Context: an optimization exercise on an open-source flow, tuned for small area and a short achievable clock period. The choices shown serve that exercise and are no tape-out recipe.
Where RTL was checked, it was by simulation tests only, not by an equivalence proof against the original.

==> module xgmii2axis_rx, before the edit <==
module xgmii2axis_rx (
    input  logic        clk,
    input  logic        inv_aresetn,
    input  logic [63:0] xgmii_d_i,
    input  logic [7:0]  xgmii_c_i,
    output logic [63:0] m_axis_tdata_o,
    output logic [7:0]  m_axis_tkeep_o,
    output logic        m_axis_tvalid_o,
    output logic        m_axis_tlast_o,
    output logic        m_axis_tuser_o,
    output logic [31:0] good_frames_o,
    output logic [31:0] bad_frames_o
);
    function automatic logic [31:0] residue_at(input logic [2:0] lane);
        case (lane)
            3'd0: residue_at = 32'h842A3990;
            3'd1: residue_at = 32'h94784E13;
            3'd2: residue_at = 32'h1C759789;
            3'd3: residue_at = 32'h19F6EB51;
            3'd4: residue_at = 32'h9ADD2096;
            3'd5: residue_at = 32'h62932081;
            3'd6: residue_at = 32'h4E3D5E5C;
            default: residue_at = 32'h39DD08E2;
        endcase
    endfunction
    function automatic logic [7:0] last_keep(input logic [2:0] lane);
        case (lane)
            3'd0: last_keep = 8'h0F;
            3'd1: last_keep = 8'h1F;
            3'd2: last_keep = 8'h3F;
            3'd3: last_keep = 8'h7F;
            3'd4: last_keep = 8'hFF;
            3'd5: last_keep = 8'h01;
            3'd6: last_keep = 8'h03;
            default: last_keep = 8'h07;
        endcase
    endfunction
    logic        x_start, x_data, x_beat;
    logic [7:0]  x_term_at;
    logic [63:0] held_q;
    logic        h_start0_q, h_data_q, h_start;
    logic [7:0]  h_term_at_q;
    logic        first_q, data_q;
    logic        h_frame, h_tail, h_end;
    logic [31:0] crc_q;
    logic [31:0] crc_next;
    logic        crc_ok;
    logic [7:0]  end_keep;
    logic        end_q;
    logic [7:0]  end_term_at_q;
    logic [63:0] tdata_q;
    logic [7:0]  tkeep_q;
    logic        tvalid_q, tlast_q, tuser_q;
    logic [31:0] good_q, bad_q;
    logic [63:0] ctrl_mask;
    always_comb begin
        for (int l = 0; l < 8; l++) ctrl_mask[8*l +: 8] = {8{xgmii_c_i[l]}};
    end
    assign h_start = h_start0_q && (held_q[63:8] == 56'hD5555555555555);
    assign h_frame = (first_q || data_q) && h_data_q;
    assign h_tail  = data_q && |h_term_at_q[7:5];
    assign h_end   = data_q && !h_data_q;
    xgmii_ctrl_decode u_decode (
        .xgmii_d_i   (xgmii_d_i),
        .xgmii_c_i   (xgmii_c_i),
        .start_lane0_o (x_start),
        .data_o      (x_data),
        .term_at_o   (x_term_at)
    );
    xgmii_rx_beat u_beat (
        .xgmii_d_i (xgmii_d_i[63:40]),
        .xgmii_c_i (xgmii_c_i),
        .frame_i   (h_frame),
        .end_i     (end_q),
        .beat_o    (x_beat)
    );
    crc32_d64 u_crc (
        .crc_i  (crc_q),
        .data_i (held_q),
        .crc_o  (crc_next)
    );
    always_comb begin
        logic [31:0] residue;
        residue  = '0;
        end_keep = 8'hFF;
        for (int l = 0; l < 8; l++) begin
            if (end_term_at_q[l]) begin
                residue  = residue | residue_at(3'(l));
                end_keep = last_keep(3'(l));
            end
        end
        crc_ok = (|end_term_at_q) && (crc_q == residue);
    end
    always_ff @(posedge clk) begin
        held_q        <= xgmii_d_i & ~ctrl_mask;
        h_term_at_q   <= x_term_at;
        crc_q         <= (h_start && !data_q) ? xgmii_rx_pkg::CRC_PRESET : crc_next;
        if (h_frame || h_tail) tdata_q <= held_q;
        end_term_at_q <= h_term_at_q;
        tkeep_q       <= end_q ? end_keep : 8'hFF;
        tlast_q       <= end_q;
        tuser_q       <= end_q && crc_ok;
        if (inv_aresetn) begin
            h_start0_q <= 1'b0;
            h_data_q  <= 1'b0;
            first_q   <= 1'b0;
            data_q    <= 1'b0;
            end_q     <= 1'b0;
            tvalid_q  <= 1'b0;
            good_q    <= '0;
            bad_q     <= '0;
        end else begin
            h_start0_q <= x_start;
            h_data_q  <= x_data;
            first_q   <= h_start && !data_q;
            data_q    <= h_frame;
            end_q     <= h_end;
            tvalid_q  <= x_beat;
            if (end_q) begin
                if (crc_ok) good_q <= good_q + 1'b1;
                else bad_q <= bad_q + 1'b1;
            end
        end
    end
    assign m_axis_tdata_o  = tdata_q;
    assign m_axis_tkeep_o  = tkeep_q;
    assign m_axis_tvalid_o = tvalid_q;
    assign m_axis_tlast_o  = tlast_q;
    assign m_axis_tuser_o  = tuser_q;
    assign good_frames_o   = good_q;
    assign bad_frames_o    = bad_q;
endmodule
export LEC_CHECK = 0
export CAP_MARGIN = 20
export CORE_MARGIN = 2
export CORE_UTILIZATION = 40
export CTS_CLUSTER_DIAMETER = 90
export CTS_CLUSTER_SIZE = 24
export SLEW_MARGIN = 20
export SYNTH_HIERARCHICAL = 1
create_clock -name core_clock -period 15.0 [get_ports {clk}]
standard.sh (not shown) runs the stock make flow with config.mk's settings and CLKGATE_MAP_FILE= SYNTH_SCRIPT=/design/flow/synth_recipe.tcl, a recipe that flattens the netlist after the stock synthesis.
==> flow/flow/run.sh <==
#!/bin/bash
# The standard layout, with plain buffers (not delay cells) on the ports, and timing repair
# aimed at a 4.2 ns period (setup margin 10.8 ns on the 15 ns clock)
set -euo pipefail
bash standard.sh "BUFFER_PORTS_ARGS=-buffer_cell sky130_fd_sc_hd__buf_2" SETUP_SLACK_MARGIN=10.8 finish > layout.log 2>&1
Next try:
--- a/flow/design.v
+++ b/flow/design.v
@@ -511,12 +511,11 @@
     logic        first_q, data_q;
     logic        h_frame, h_tail, h_end;
     logic [31:0] crc_q;
     logic [31:0] crc_next;
-    logic        crc_ok;
-    logic [7:0]  end_keep;
-    logic        end_q;
-    logic [7:0]  end_term_at_q;
+    logic        crc_hit;
+    logic [7:0]  h_keep;
+    logic        end_q, end_good_q;
     logic [63:0] tdata_q;
     logic [7:0]  tkeep_q;
     logic        tvalid_q, tlast_q, tuser_q;
     logic [31:0] good_q, bad_q;
@@ -548,27 +547,27 @@
         .crc_o  (crc_next)
     );
     always_comb begin
         logic [31:0] residue;
-        residue  = '0;
-        end_keep = 8'hFF;
+        residue = '0;
+        h_keep  = 8'hFF;
         for (int l = 0; l < 8; l++) begin
-            if (end_term_at_q[l]) begin
-                residue  = residue | residue_at(3'(l));
-                end_keep = last_keep(3'(l));
+            if (h_term_at_q[l]) begin
+                residue = residue | residue_at(3'(l));
+                h_keep  = last_keep(3'(l));
             end
         end
-        crc_ok = (|end_term_at_q) && (crc_q == residue);
+        crc_hit = (|h_term_at_q) && (crc_next == residue);
     end
     always_ff @(posedge clk) begin
-        held_q        <= xgmii_d_i & ~ctrl_mask;
-        h_term_at_q   <= x_term_at;
-        crc_q         <= (h_start && !data_q) ? xgmii_rx_pkg::CRC_PRESET : crc_next;
+        held_q      <= xgmii_d_i & ~ctrl_mask;
+        h_term_at_q <= x_term_at;
+        crc_q       <= (h_start && !data_q) ? xgmii_rx_pkg::CRC_PRESET : crc_next;
         if (h_frame || h_tail) tdata_q <= held_q;
-        end_term_at_q <= h_term_at_q;
-        tkeep_q       <= end_q ? end_keep : 8'hFF;
-        tlast_q       <= end_q;
-        tuser_q       <= end_q && crc_ok;
+        end_good_q  <= crc_hit;
+        if (!end_q) tkeep_q <= h_end ? h_keep : 8'hFF;
+        tlast_q     <= end_q;
+        tuser_q     <= end_q && end_good_q;
         if (inv_aresetn) begin
             h_start0_q <= 1'b0;
             h_data_q  <= 1'b0;
             first_q   <= 1'b0;
@@ -584,9 +583,9 @@
             data_q    <= h_frame;
             end_q     <= h_end;
             tvalid_q  <= x_beat;
             if (end_q) begin
-                if (crc_ok) good_q <= good_q + 1'b1;
+                if (end_good_q) good_q <= good_q + 1'b1;
                 else bad_q <= bad_q + 1'b1;
             end
         end
     end
Maximum frequency falls slightly.
Hold slack is better by 140 ps.
Wire length falls by a few percent.
Cell area is about the same.
Sequential share of layout area falls by 0.56 points.
Register-to-register slack is worse by 200 ps.
Die area falls by a few percent.
Synthesized area falls by a few percent.
Global-route usage falls by 0.32 points.
Worst setup slack is worse by 22 ps.
Cell count falls by a few percent.
Core utilization rises by 1.4 points.
Synthesized cell count falls by a few percent.
No functional check of the RTL was part of the second run of this note.

==> afterwards: timing with drivers on the ports <==
Ports are ideal in the flow. The routed layouts listed here were re-timed in OpenROAD. Step 1: set_driving_cell puts a clkbuf_16 on clk and a buf_2 on each other input, an assumption about the parent block. Step 2 also shifts input and output timing later by t, the mid clock arrival at the registers, as if the neighbouring blocks saw the same clock. a / b / c = no drivers / after step 1 / after step 2; a / b = the first two.
run | t, ns | slack for setup (ns) | hold WS [ns] | latest minus earliest clock arrival (ns)
the first run | 0.557 | 10.871 / 10.818 / 10.468 | 0.335 / 0.335 / 0.335 | 0.022 / 0.022
the second run | 0.546 | 10.848 / 10.796 / 10.445 | 0.473 / 0.473 / 0.473 | 0.033 / 0.033
After both steps every run listed still meets setup and hold.
